From an optimization exercise on the open Yosys and OpenROAD flow, aimed at small area, a short achievable clock period and few clock cycles per item; shortcuts taken in it are not production practice.
In this exercise RTL edits were held to simulation tests only and were not proved equivalent to the original.
Power figures rest on the tool's default switching activity, not on a simulated workload.

### config.mk
export PLATFORM = sky130hd
export DESIGN_NAME = tracking_wheel_odometry
export DESIGN_NICKNAME = tracking_wheel_odometry
export VERILOG_FILES = /design/flow/design.v
export SDC_FILE = /design/flow/constraint.sdc
export NUM_CORES = 4
export LEC_CHECK = 0
export CAP_MARGIN = 20
export CORE_MARGIN = 2
export CORE_UTILIZATION = 40
export SLEW_MARGIN = 20
### constraint.sdc
create_clock -name core_clock -period 10.0 [get_ports {i_clk}]
set_input_delay 2.0000 -clock core_clock [delete_from_list [all_inputs] [get_ports {i_clk}]]
set_output_delay 2.0000 -clock core_clock [all_outputs]
set_load 0.01 [all_outputs]
### design.v
package two_pkg;
    localparam int ANGLE_BITS = 16;
    localparam int CFG_W   = 24;
    localparam int ANG_W   = 32;
    localparam int HEAD_W  = 16;
    localparam int POS_W   = 40;
    localparam int DELTA_W = ANG_W + 1;
    localparam int MUL_A_W   = 57;
    localparam int MUL_B_W   = 33;
    localparam int PROD_W    = MUL_A_W + MUL_B_W;
    localparam int MUL_DIG   = 4;
    localparam int MUL_STEPS = (MUL_B_W + MUL_DIG - 1) / MUL_DIG;
    localparam int MUL_CNT_W = $clog2(MUL_STEPS);
    localparam int DW    = 46;
    localparam int SUM_W = 48;
    localparam int WHEEL_SHIFT = 40;
    localparam int OFF_SHIFT   = 28 + ANGLE_BITS;
    localparam int TRIG_SHIFT  = 32;
    localparam logic [MUL_B_W-1:0] WHEEL_K   = MUL_B_W'(95950490);
    localparam logic [MUL_B_W-1:0] TWOPI_Q28 = MUL_B_W'(1686629713);
    localparam int CORDIC_N  = 30;
    localparam int CRD_CNT_W = $clog2(CORDIC_N);
    localparam int CRD_W     = 35;
    localparam int CRDZ_W    = 33;
    localparam int TRIG_W    = 34;
    localparam logic signed [CRD_W-1:0] CORDIC_X0 = CRD_W'(64'd2608131496);
    localparam logic [CFG_W-1:0] DIAM_RESET = CFG_W'(180224);
    typedef enum logic [1:0] {
        CFG_FWD_DIAM = 2'd0,
        CFG_SIDE_DIAM = 2'd1,
        CFG_FWD_OFF = 2'd2,
        CFG_SIDE_OFF = 2'd3
    } t_cfg_idx;
    typedef struct packed {
        logic               start;
        logic [MUL_A_W-1:0] a;
        logic [MUL_B_W-1:0] b;
    } t_mul_req;
    typedef struct packed {
        logic signed [TRIG_W-1:0] c;
        logic signed [TRIG_W-1:0] s;
    } t_trig;
endpackage
import two_pkg::*;
module two_mul (
    input  logic                          i_clk,
    input  logic                          i_rst_n,
    input  two_pkg::t_mul_req             i_req,
    output logic                          o_done,
    output logic [two_pkg::PROD_W-1:0]    o_prod
);
    logic                 r_busy;
    logic                 r_done;
    logic [MUL_CNT_W-1:0] r_cnt;
    logic [PROD_W-1:0]    r_a;
    logic [MUL_B_W-1:0]   r_b;
    logic [PROD_W-1:0]    r_acc;
    always_ff @(posedge i_clk) begin
        if (!i_rst_n) begin
            r_busy <= 1'b0;
            r_done <= 1'b0;
            r_cnt  <= '0;
        end else begin
            r_done <= 1'b0;
            if (i_req.start) begin
                r_busy <= 1'b1;
                r_cnt  <= '0;
                r_a    <= PROD_W'(i_req.a);
                r_b    <= i_req.b;
                r_acc  <= '0;
            end else if (r_busy) begin
                r_acc <= r_acc + r_a * PROD_W'(r_b[MUL_DIG-1:0]);
                r_a   <= r_a << MUL_DIG;
                r_b   <= r_b >> MUL_DIG;
                r_cnt <= r_cnt + 1'b1;
                if (r_cnt == MUL_CNT_W'(MUL_STEPS - 1)) begin
                    r_busy <= 1'b0;
                    r_done <= 1'b1;
                end
            end
        end
    end
    assign o_done = r_done;
    assign o_prod = r_acc;
endmodule
import two_pkg::*;
module two_cordic (
    input  logic                        i_clk,
    input  logic                        i_rst_n,
    input  logic                        i_start,
    input  logic [two_pkg::ANG_W-1:0]   i_angle,
    output logic                        o_done,
    output two_pkg::t_trig              o_trig
);
    typedef enum logic [1:0] {QD_0 = 2'd0, QD_1 = 2'd1, QD_2 = 2'd2, QD_3 = 2'd3} t_quad;
    logic                     r_busy;
    logic                     r_done;
    logic [CRD_CNT_W-1:0]     r_i;
    logic [1:0]               r_q;
    logic signed [CRD_W-1:0]  r_x;
    logic signed [CRD_W-1:0]  r_y;
    logic signed [CRDZ_W-1:0] r_z;
    two_pkg::t_trig                  r_trig;
    logic signed [CRD_W-1:0]  n_x, n_y, xs, ys;
    logic signed [CRDZ_W-1:0] n_z, at;
    logic [TRIG_W-2:0]        cx, cy;
    logic [31:0]              at_raw;
    two_pkg::t_trig                  n_trig;
    localparam logic signed [CRD_W-1:0] ONE_Q32 = CRD_W'(64'h1_0000_0000);
    always_comb begin
        case (r_i)
            5'd0:    at_raw = 32'h20000000;
            5'd1:    at_raw = 32'h12E4051E;
            5'd2:    at_raw = 32'h09FB385B;
            5'd3:    at_raw = 32'h051111D4;
            5'd4:    at_raw = 32'h028B0D43;
            5'd5:    at_raw = 32'h0145D7E1;
            5'd6:    at_raw = 32'h00A2F61E;
            5'd7:    at_raw = 32'h00517C55;
            5'd8:    at_raw = 32'h0028BE53;
            5'd9:    at_raw = 32'h00145F2F;
            5'd10:   at_raw = 32'h000A2F98;
            5'd11:   at_raw = 32'h000517CC;
            5'd12:   at_raw = 32'h00028BE6;
            5'd13:   at_raw = 32'h000145F3;
            5'd14:   at_raw = 32'h0000A2FA;
            5'd15:   at_raw = 32'h0000517D;
            5'd16:   at_raw = 32'h000028BE;
            5'd17:   at_raw = 32'h0000145F;
            5'd18:   at_raw = 32'h00000A30;
            5'd19:   at_raw = 32'h00000518;
            5'd20:   at_raw = 32'h0000028C;
            5'd21:   at_raw = 32'h00000146;
            5'd22:   at_raw = 32'h000000A3;
            5'd23:   at_raw = 32'h00000051;
            5'd24:   at_raw = 32'h00000029;
            5'd25:   at_raw = 32'h00000014;
            5'd26:   at_raw = 32'h0000000A;
            5'd27:   at_raw = 32'h00000005;
            5'd28:   at_raw = 32'h00000003;
            5'd29:   at_raw = 32'h00000001;
            default: at_raw = 32'h00000000;
        endcase
    end
    always_comb begin
        xs = r_x >>> r_i;
        ys = r_y >>> r_i;
        at = $signed({1'b0, at_raw});
        if (!r_z[CRDZ_W-1]) begin
            n_x = r_x - ys;
            n_y = r_y + xs;
            n_z = r_z - at;
        end else begin
            n_x = r_x + ys;
            n_y = r_y - xs;
            n_z = r_z + at;
        end
        cx = n_x[CRD_W-1] ? '0 : (n_x > ONE_Q32 ? ONE_Q32[TRIG_W-2:0] : n_x[TRIG_W-2:0]);
        cy = n_y[CRD_W-1] ? '0 : (n_y > ONE_Q32 ? ONE_Q32[TRIG_W-2:0] : n_y[TRIG_W-2:0]);
        case (r_q)
            QD_0: begin
                n_trig.c = $signed({1'b0, cx});
                n_trig.s = $signed({1'b0, cy});
            end
            QD_1: begin
                n_trig.c = -$signed({1'b0, cy});
                n_trig.s = $signed({1'b0, cx});
            end
            QD_2: begin
                n_trig.c = -$signed({1'b0, cx});
                n_trig.s = -$signed({1'b0, cy});
            end
            default: begin
                n_trig.c = $signed({1'b0, cy});
                n_trig.s = -$signed({1'b0, cx});
            end
        endcase
    end
    always_ff @(posedge i_clk) begin
        if (!i_rst_n) begin
            r_busy <= 1'b0;
            r_done <= 1'b0;
            r_i    <= '0;
        end else begin
            r_done <= 1'b0;
            if (i_start) begin
                r_busy <= 1'b1;
                r_i    <= '0;
                r_q    <= i_angle[ANG_W-1 -: 2];
                r_x    <= CORDIC_X0;
                r_y    <= '0;
                r_z    <= $signed({3'b000, i_angle[ANG_W-3:0]});
            end else if (r_busy) begin
                r_x <= n_x;
                r_y <= n_y;
                r_z <= n_z;
                r_i <= r_i + 1'b1;
                if (r_i == CRD_CNT_W'(CORDIC_N - 1)) begin
                    r_busy <= 1'b0;
                    r_done <= 1'b1;
                    r_trig <= n_trig;
                end
            end
        end
    end
    assign o_done = r_done;
    assign o_trig = r_trig;
endmodule
import two_pkg::*;
module tracking_wheel_odometry (
    input  logic                        i_clk,
    input  logic                        i_rst_n,
    input  logic                        i_cfg_we,
    input  logic [1:0]                  i_cfg_idx,
    input  logic [two_pkg::CFG_W-1:0]   i_cfg_data,
    input  logic                        i_in_valid,
    output logic                        o_in_ready,
    input  logic [two_pkg::ANG_W-1:0]   i_in_forward_wheel_angle,
    input  logic [two_pkg::ANG_W-1:0]   i_in_side_wheel_angle,
    input  logic [two_pkg::ANG_W-1:0]   i_in_unwrapped_rotation,
    input  logic [two_pkg::HEAD_W-1:0]  i_in_wrapped_heading,
    output logic                        o_out_valid,
    input  logic                        i_out_ready,
    output logic [two_pkg::POS_W-1:0]   o_out_pos_x,
    output logic [two_pkg::POS_W-1:0]   o_out_pos_y,
    output logic                        o_out_primed
);
    typedef enum logic [2:0] {S_IDLE, S_MUL, S_WAIT, S_ACC} t_state;
    typedef enum logic [3:0] {
        OP_F_RAW, OP_F_SCL, OP_S_RAW, OP_S_SCL,
        OP_FO_RAW, OP_FO_SCL, OP_SO_RAW, OP_SO_SCL,
        OP_X_FC, OP_X_SS, OP_Y_FS, OP_Y_SC
    } t_op;
    t_state                     r_state;
    logic [3:0]                 r_op;
    logic [CFG_W-1:0]           r_fdiam, r_sdiam;
    logic signed [CFG_W-1:0]    r_foff, r_soff;
    logic signed [ANG_W-1:0]    r_last_f, r_last_s, r_last_rot;
    logic signed [POS_W-1:0]    r_accx, r_accy;
    logic                       r_have, r_primed, r_trig_ok;
    logic signed [DELTA_W-1:0]  r_dfd, r_dsd, r_drot;
    logic [MUL_A_W-1:0]         r_raw;
    logic                       r_raw_neg;
    logic signed [DW-1:0]       r_df, r_ds, r_sx, r_sy;
    logic                       r_out_valid, r_out_primed;
    logic signed [POS_W-1:0]    r_out_x, r_out_y;
    two_pkg::t_mul_req                mul_req;
    logic                       mul_done;
    logic [PROD_W-1:0]          mul_prod;
    logic                       crd_start, crd_done;
    two_pkg::t_trig                    trig;
    logic [ANG_W-1:0]           crd_angle;
    logic [HEAD_W-1:0]          head_m;
    logic                       in_acc, out_free, mul_go;
    logic [MUL_A_W-1:0]         n_a;
    logic [MUL_B_W-1:0]         n_b;
    logic                       n_neg;
    logic [DELTA_W-1:0]         fmag, smag, rmag;
    logic [CFG_W-1:0]           fomag, somag;
    logic [DW-1:0]              dfmag, dsmag;
    logic [MUL_B_W-1:0]         cmag, smg;
    logic [PROD_W-1:0]          n_r40, n_r44, n_r32;
    logic [DW-1:0]              n_mag;
    logic signed [DW-1:0]       n_val;
    logic signed [SUM_W-1:0]    n_sumx, n_sumy;
    logic signed [POS_W-1:0]    n_accx, n_accy;
    localparam logic signed [SUM_W-1:0] POS_MAX = 48'sh007F_FFFF_FFFF;
    localparam logic signed [SUM_W-1:0] POS_MIN = 48'shFF80_0000_0000;
    assign in_acc    = i_in_valid && o_in_ready;
    assign o_in_ready = (r_state == S_IDLE);
    assign out_free  = !r_out_valid || i_out_ready;
    assign crd_start = in_acc && r_have;
    assign head_m    = i_in_wrapped_heading & HEAD_W'((64'd1 << ANGLE_BITS) - 1);
    assign crd_angle = ANG_W'(ANG_W'(head_m) << (ANG_W - ANGLE_BITS));
    assign mul_go    = (r_state == S_MUL) && (r_op < OP_X_FC || r_trig_ok);
    always_comb begin
        fmag  = r_dfd[DELTA_W-1] ? DELTA_W'(-r_dfd) : DELTA_W'(r_dfd);
        smag  = r_dsd[DELTA_W-1] ? DELTA_W'(-r_dsd) : DELTA_W'(r_dsd);
        rmag  = r_drot[DELTA_W-1] ? DELTA_W'(-r_drot) : DELTA_W'(r_drot);
        fomag = r_foff[CFG_W-1] ? CFG_W'(-r_foff) : CFG_W'(r_foff);
        somag = r_soff[CFG_W-1] ? CFG_W'(-r_soff) : CFG_W'(r_soff);
        dfmag = r_df[DW-1] ? DW'(-r_df) : DW'(r_df);
        dsmag = r_ds[DW-1] ? DW'(-r_ds) : DW'(r_ds);
        cmag  = trig.c[TRIG_W-1] ? MUL_B_W'(-trig.c) : MUL_B_W'(trig.c);
        smg   = trig.s[TRIG_W-1] ? MUL_B_W'(-trig.s) : MUL_B_W'(trig.s);
        case (r_op)
            OP_F_RAW: begin
                n_a = MUL_A_W'(fmag); n_b = MUL_B_W'(r_fdiam); n_neg = r_dfd[DELTA_W-1];
            end
            OP_S_RAW: begin
                n_a = MUL_A_W'(smag); n_b = MUL_B_W'(r_sdiam); n_neg = r_dsd[DELTA_W-1];
            end
            OP_FO_RAW: begin
                n_a = MUL_A_W'(fomag); n_b = rmag;
                n_neg = r_foff[CFG_W-1] ^ r_drot[DELTA_W-1];
            end
            OP_SO_RAW: begin
                n_a = MUL_A_W'(somag); n_b = rmag;
                n_neg = r_soff[CFG_W-1] ^ r_drot[DELTA_W-1];
            end
            OP_F_SCL, OP_S_SCL: begin
                n_a = r_raw; n_b = WHEEL_K; n_neg = r_raw_neg;
            end
            OP_FO_SCL, OP_SO_SCL: begin
                n_a = r_raw; n_b = TWOPI_Q28; n_neg = r_raw_neg;
            end
            OP_X_FC: begin
                n_a = MUL_A_W'(dfmag); n_b = cmag; n_neg = r_df[DW-1] ^ trig.c[TRIG_W-1];
            end
            OP_X_SS: begin
                n_a = MUL_A_W'(dsmag); n_b = smg; n_neg = r_ds[DW-1] ^ trig.s[TRIG_W-1];
            end
            OP_Y_FS: begin
                n_a = MUL_A_W'(dfmag); n_b = smg; n_neg = r_df[DW-1] ^ trig.s[TRIG_W-1];
            end
            OP_Y_SC: begin
                n_a = MUL_A_W'(dsmag); n_b = cmag; n_neg = r_ds[DW-1] ^ trig.c[TRIG_W-1];
            end
            default: begin
                n_a = '0; n_b = '0; n_neg = 1'b0;
            end
        endcase
        n_r40 = (mul_prod + (PROD_W'(1) << (WHEEL_SHIFT - 1))) >> WHEEL_SHIFT;
        n_r44 = (mul_prod + (PROD_W'(1) << (OFF_SHIFT - 1))) >> OFF_SHIFT;
        n_r32 = (mul_prod + (PROD_W'(1) << (TRIG_SHIFT - 1))) >> TRIG_SHIFT;
        case (r_op)
            OP_F_SCL, OP_S_SCL:   n_mag = n_r40[DW-1:0];
            OP_FO_SCL, OP_SO_SCL: n_mag = n_r44[DW-1:0];
            default:              n_mag = n_r32[DW-1:0];
        endcase
        n_val = r_raw_neg ? -$signed(n_mag) : $signed(n_mag);
        n_sumx = $signed({{(SUM_W-POS_W){r_accx[POS_W-1]}}, r_accx})
               + $signed({{(SUM_W-DW){r_sx[DW-1]}}, r_sx});
        n_sumy = $signed({{(SUM_W-POS_W){r_accy[POS_W-1]}}, r_accy})
               + $signed({{(SUM_W-DW){r_sy[DW-1]}}, r_sy});
        n_accx = n_sumx > POS_MAX ? POS_MAX[POS_W-1:0]
               : (n_sumx < POS_MIN ? POS_MIN[POS_W-1:0] : n_sumx[POS_W-1:0]);
        n_accy = n_sumy > POS_MAX ? POS_MAX[POS_W-1:0]
               : (n_sumy < POS_MIN ? POS_MIN[POS_W-1:0] : n_sumy[POS_W-1:0]);
        mul_req.start = mul_go;
        mul_req.a     = n_a;
        mul_req.b     = n_b;
    end
    two_mul u_mul (
        .i_clk   (i_clk),
        .i_rst_n (i_rst_n),
        .i_req   (mul_req),
        .o_done  (mul_done),
        .o_prod  (mul_prod)
    );
    two_cordic u_cordic (
        .i_clk   (i_clk),
        .i_rst_n (i_rst_n),
        .i_start (crd_start),
        .i_angle (crd_angle),
        .o_done  (crd_done),
        .o_trig  (trig)
    );
    always_ff @(posedge i_clk) begin
        if (!i_rst_n) begin
            r_state     <= S_IDLE;
            r_op        <= OP_F_RAW;
            r_fdiam     <= DIAM_RESET;
            r_sdiam     <= DIAM_RESET;
            r_foff      <= '0;
            r_soff      <= '0;
            r_last_f    <= '0;
            r_last_s    <= '0;
            r_last_rot  <= '0;
            r_accx      <= '0;
            r_accy      <= '0;
            r_have      <= 1'b0;
            r_primed    <= 1'b0;
            r_trig_ok   <= 1'b0;
            r_out_valid <= 1'b0;
        end else begin
            if (i_cfg_we) begin
                case (i_cfg_idx)
                    CFG_FWD_DIAM:  r_fdiam <= i_cfg_data;
                    CFG_SIDE_DIAM: r_sdiam <= i_cfg_data;
                    CFG_FWD_OFF:   r_foff  <= $signed(i_cfg_data);
                    CFG_SIDE_OFF:  r_soff  <= $signed(i_cfg_data);
                    default: ;
                endcase
            end
            if (crd_done) begin
                r_trig_ok <= 1'b1;
            end
            if (r_out_valid && i_out_ready && r_state != S_ACC) begin
                r_out_valid <= 1'b0;
            end
            case (r_state)
                S_IDLE: begin
                    if (in_acc) begin
                        r_dfd <= $signed({i_in_forward_wheel_angle[ANG_W-1],
                                          i_in_forward_wheel_angle})
                               - $signed({r_last_f[ANG_W-1], r_last_f});
                        r_dsd <= $signed({i_in_side_wheel_angle[ANG_W-1],
                                          i_in_side_wheel_angle})
                               - $signed({r_last_s[ANG_W-1], r_last_s});
                        r_drot <= $signed({i_in_unwrapped_rotation[ANG_W-1],
                                           i_in_unwrapped_rotation})
                                - $signed({r_last_rot[ANG_W-1], r_last_rot});
                        r_last_f   <= i_in_forward_wheel_angle;
                        r_last_s   <= i_in_side_wheel_angle;
                        r_last_rot <= i_in_unwrapped_rotation;
                        r_have     <= 1'b1;
                        r_primed   <= r_have;
                        r_op       <= OP_F_RAW;
                        r_trig_ok  <= 1'b0;
                        r_state    <= r_have ? S_MUL : S_ACC;
                    end
                end
                S_MUL: begin
                    if (mul_go) begin
                        r_raw_neg <= n_neg;
                        r_state   <= S_WAIT;
                    end
                end
                S_WAIT: begin
                    if (mul_done) begin
                        case (r_op)
                            OP_F_RAW, OP_S_RAW, OP_FO_RAW, OP_SO_RAW:
                                r_raw <= mul_prod[MUL_A_W-1:0];
                            OP_F_SCL:  r_df <= n_val;
                            OP_S_SCL:  r_ds <= n_val;
                            OP_FO_SCL: r_df <= r_df - n_val;
                            OP_SO_SCL: r_ds <= r_ds + n_val;
                            OP_X_FC:   r_sx <= n_val;
                            OP_X_SS:   r_sx <= r_sx - n_val;
                            OP_Y_FS:   r_sy <= n_val;
                            OP_Y_SC:   r_sy <= r_sy + n_val;
                            default: ;
                        endcase
                        if (r_op == OP_Y_SC) begin
                            r_state <= S_ACC;
                        end else begin
                            r_op    <= r_op + 1'b1;
                            r_state <= S_MUL;
                        end
                    end
                end
                S_ACC: begin
                    if (out_free) begin
                        if (r_primed) begin
                            r_accx  <= n_accx;
                            r_accy  <= n_accy;
                            r_out_x <= n_accx;
                            r_out_y <= n_accy;
                        end else begin
                            r_out_x <= r_accx;
                            r_out_y <= r_accy;
                        end
                        r_out_primed <= r_primed;
                        r_out_valid  <= 1'b1;
                        r_state      <= S_IDLE;
                    end
                end
                default: r_state <= S_IDLE;
            endcase
        end
    end
    assign o_out_valid  = r_out_valid;
    assign o_out_pos_x  = r_out_x;
    assign o_out_pos_y  = r_out_y;
    assign o_out_primed = r_out_primed;
endmodule
### run.sh
#!/bin/bash
# synth_recipe.tcl (not shown) runs the flow's synth.tcl, then flattens the netlist and writes it again
# the make line also repeats each setting of config.mk as NAME=value (left out here)
make -C /OpenROAD-flow-scripts/flow DESIGN_CONFIG=/design/flow/config.mk WORK_HOME=/design/flow/orfs CLKGATE_MAP_FILE= SYNTH_SCRIPT=/design/flow/synth_recipe.tcl finish
==> results.ini <==
[detailed_routing]
wire_per_inst_um = 25.3
vias = 92300
first_iter_violations = 9154
drt_wl_total_mm = 387
ant_nets = 0
viasPerCell = 6.03
drt_drc_violations_left = 0
drt_first_pass_iters = 8

[floorplanning]
initial_core_util_pct = 40.3
dieArea_um2 = 255000
io_pins = 226
placementRows = 183
coreArea_um2 = 249000
die_h_um = 505
die_w_um = 505

[critical_path]
cp_num_cells = 33
start_kind = flip-flop
critical_path_arrival_ns = 10.14
path_buf_inv = 5
cp_common_cell = buf_4
cpMaxStageDelayCell = or4_1
cp_max_fo = 13
cp_slowest_stage_delay_ns = 0.57
crit_family = simple AND/OR/NAND/NOR gates
required_ns = 10.60
worst-setup-path-type = reg -> reg
cp-end-kind = flip-flop
reg2reg_depth = 33

[synthesis]
synth.net_count = 12700
synthAdderAreaFrac_pct = 12.9
async_flop_share_pct = 0
netlist_instances = 11700
ys.flop_type = edfxtp_1
yosysWarnings = 3
synth_top_family_by_area = compound AO/OA/AOI/OAI gates
synth-simple-area-share_pct = 17.9
synth.ff_latch_count = 1133
syn_area_um2 = 100000
synth_xor_area_share_pct = 8.52
syn_avg_cell_area_um2 = 8.61
synth_edf_count = 808
synth_compound_area_share_pct = 21.7
muxShareOfSynthArea_pct = 3.82
yosysSeqAreaShare_pct = 30.7
synth_cell_types = 112

[sta]
drv_slew = 0
rsz0062_at_grt = no
max_slew_margin_pct = 22.9
finalHoldViolations = 0
worst_pin_slew_ns = 1.15
fin_tns_setup_ns = 0
period_minus_slack_ns = 9.54
clock_skew_ns = 0.0647
max_freq_mhz = 105
setup_viol = 0
hold_ws_ns = 0.453
fin_crit_sh_pct = 95.4

[cells_and_area]
final_nets = 12900
ff_latch_area_um2 = 30800
drive_gt1_share_pct = 7.81
multiInputGateArea_um2 = 65300
mostFrequentLayoutCells = nand2_1, a21oi_1, nor2_1
fin_cells = 15300
layout_commonest_cell = nand2_1
fillers = 24200
syn2layout_area_growth_pct = 12.5

[power_and_ir_drop]
power_frac_clock_pct = 27.0
p_switching_mw = 8.30
p_comb_share_pct = 44.5
ir_drop_uv = 163
p_int_mw = 12.4
p_sw_share_pct = 40.0
powerDensity_nw_per_um2 = 184
seqPwrFrac_pct = 28.4
power_leakage_nw = 44.1

[clock_network]
insertion_delay_ns = 0.86
cts_buffers = 150
htreeDepth = 4
clock-sinks = 1133
cts_tree = built
clk_path_buf_depth = 3
cts_hold_buf = 0
clk_pin_slew_ns = 0.06
root_buffer = clkbuf_16

[worst_hold_path]
hp-class = reg -> reg
whs_path_depth = 2

[global_route]
grt_overflow = 0
grt_max_degree = 176
grt_usage_pct = 29.4
antenna_found_initial = 20
grt_pass1_vias = 88300
grt_pass1_wl_mm = 572

[placement]
io_buffers = 225
dpl.hpwl_mm = 300
gp_congestion = 0.999
dp_cells = 15000

[run_status]
status = complete, no violations

[run]
maxCapViolCount = 0

==> state kept, by name (all words and copies together), names as in the netlist, 35 cells and up <==
name,cells
r_accx,40
r_accy,40
r_df,46
r_ds,46
r_out_x,40
r_out_y,40
r_raw,57
r_sx,46
r_sy,46
u_cordic.r_trig,68
u_cordic.r_x,35
u_cordic.r_y,35
u_mul.r_a,90
u_mul.r_acc,90
==> cell families after synthesis <==
logic type,count (synthesis)
adders and majority gates,871
DFF,1133
xor gates and xnor gates,973
and+or+nand+nor,3828
buffers and inverters,1146
AOI/OAI and AO/OA,3423
muxes,280
==> per-layer routing <==
metal | wire [um] | global-route usage (%) | vias to the layer above
met2 | 178000 | 47.7 | 3663
li1 | - | - | 42800
met5 | 56 | 0 | -
met3 | 31200 | 6.55 | 758
met4 | 19000 | 13.1 | 10
met1 | 158000 | 37.2 | 45100
==> worst min-delay path, cell delays in order, from the launching register on <==
cell and delay [ns]:
dfxtp_1 0.31, nand2_1 0.05, a21oi_1 0.05
==> repair_timing <==
action,CTS,global route
resized for setup,0,3
setup buffers,0,2
endpoints found under the setup margin,0,35
==> cell usage after synthesis (99+ instances only) <==
library cell	n	area, um2
nand2_1	1524	5720
a21oi_1	1080	5410
nor2_1	837	3140
edfxtp_1	808	24300
o21ai_0	752	3760
ha_1	599	7490
inv_1	561	2110
xnor2_1	548	4800
clkbuf_1	453	1700
xor2_1	423	3700
dfxtp_1	325	6510
a21o_1	292	2190
fa_1	272	5450
nand3_1	216	1080
and2_1	214	1340
nor3_1	187	936
nand2b_1	155	970
mux2i_1	152	1520
o31ai_1	135	1010
a31oi_1	118	738
nor2b_1	105	657
a211oi_1	99	743
==> power by group through the flow <==
| stage | Combinational, mW | Clock (mW) | Sequential, mW |
|---|---|---|---|
| after CTS | 9.11 | 5.70 | 5.89 |
| after global placement | 8.94 | 0 | 5.98 |
| final | 9.24 | 5.61 | 5.89 |
| after floorplan | 6.32 | 0 | 5.83 |
| after global routing | 10.1 | 5.88 | 5.91 |
| after detailed placement | 9.04 | 0 | 5.99 |
==> worst paths after layout <==
kind                                       from                  end  slack [ns]
worst max register to register  u_cordic.r_i[0]  u_cordic.r_trig[62]        0.46
worst min register to register    r_last_rot[7]        r_last_rot[7]        0.45
worst min-delay path              r_last_rot[7]        r_last_rot[7]        0.45
worst max-delay path            u_cordic.r_i[0]  u_cordic.r_trig[62]        0.46
==> cell type report <==
cell class                 count  area share (%)
multi-input combinational   9375            57.9
sequential                  1133            27.3
timing repair buffer         609            4.71
clock buffer                 201            3.74
tap                         3330            3.69
inverter                     569            1.90
clock inverter                80           0.780
antenna                        9          0.0200
==> stage by stage <==
stage	power, mW	instance area (um2)	util (%)	worst slack (ns)
after floorplan	12.1	100000	-	0.603
after detailed placement	15.0	108000	43.2	0.177
after global routing	21.9	113000	45.3	0.126
after CTS	20.7	113000	45.3	0.169
after global placement	14.9	108000	43.2	0.139
final	20.7	113000	45.3	0.460
Testbench counts, summed over its fixed seeds: cycles 67,560, items 512.

port drivers added, routing unchanged:
No port has a modelled driver above. Below, the same layout with a new extraction and two added sets of constraints.
Step 1 sets driving cells, clkbuf_16 on the clock port and buf_2 on the other inputs (assumed; they add their load-dependent delay and slew).
Step 2 times the ports against the registers' clock, not the clock port: input delays grow and output delays shrink by t, the midpoint of the rising clock arrivals with the driver on.
Slacks: ideal ports / drivers / drivers and shift; pairs: ideal ports / drivers.
shift t [ns]: 0.927
slack for setup (ns): 0.460 / 0.460 / 0.460
clock arrival spread, ns: 0.065 / 0.064
worst data-port slew with drivers (ns): 0.14
After both steps setup and hold are still met in this run. For this run, drivers alone change the setup slack by 0.000 ns; drivers and shift together by 0.000 ns.
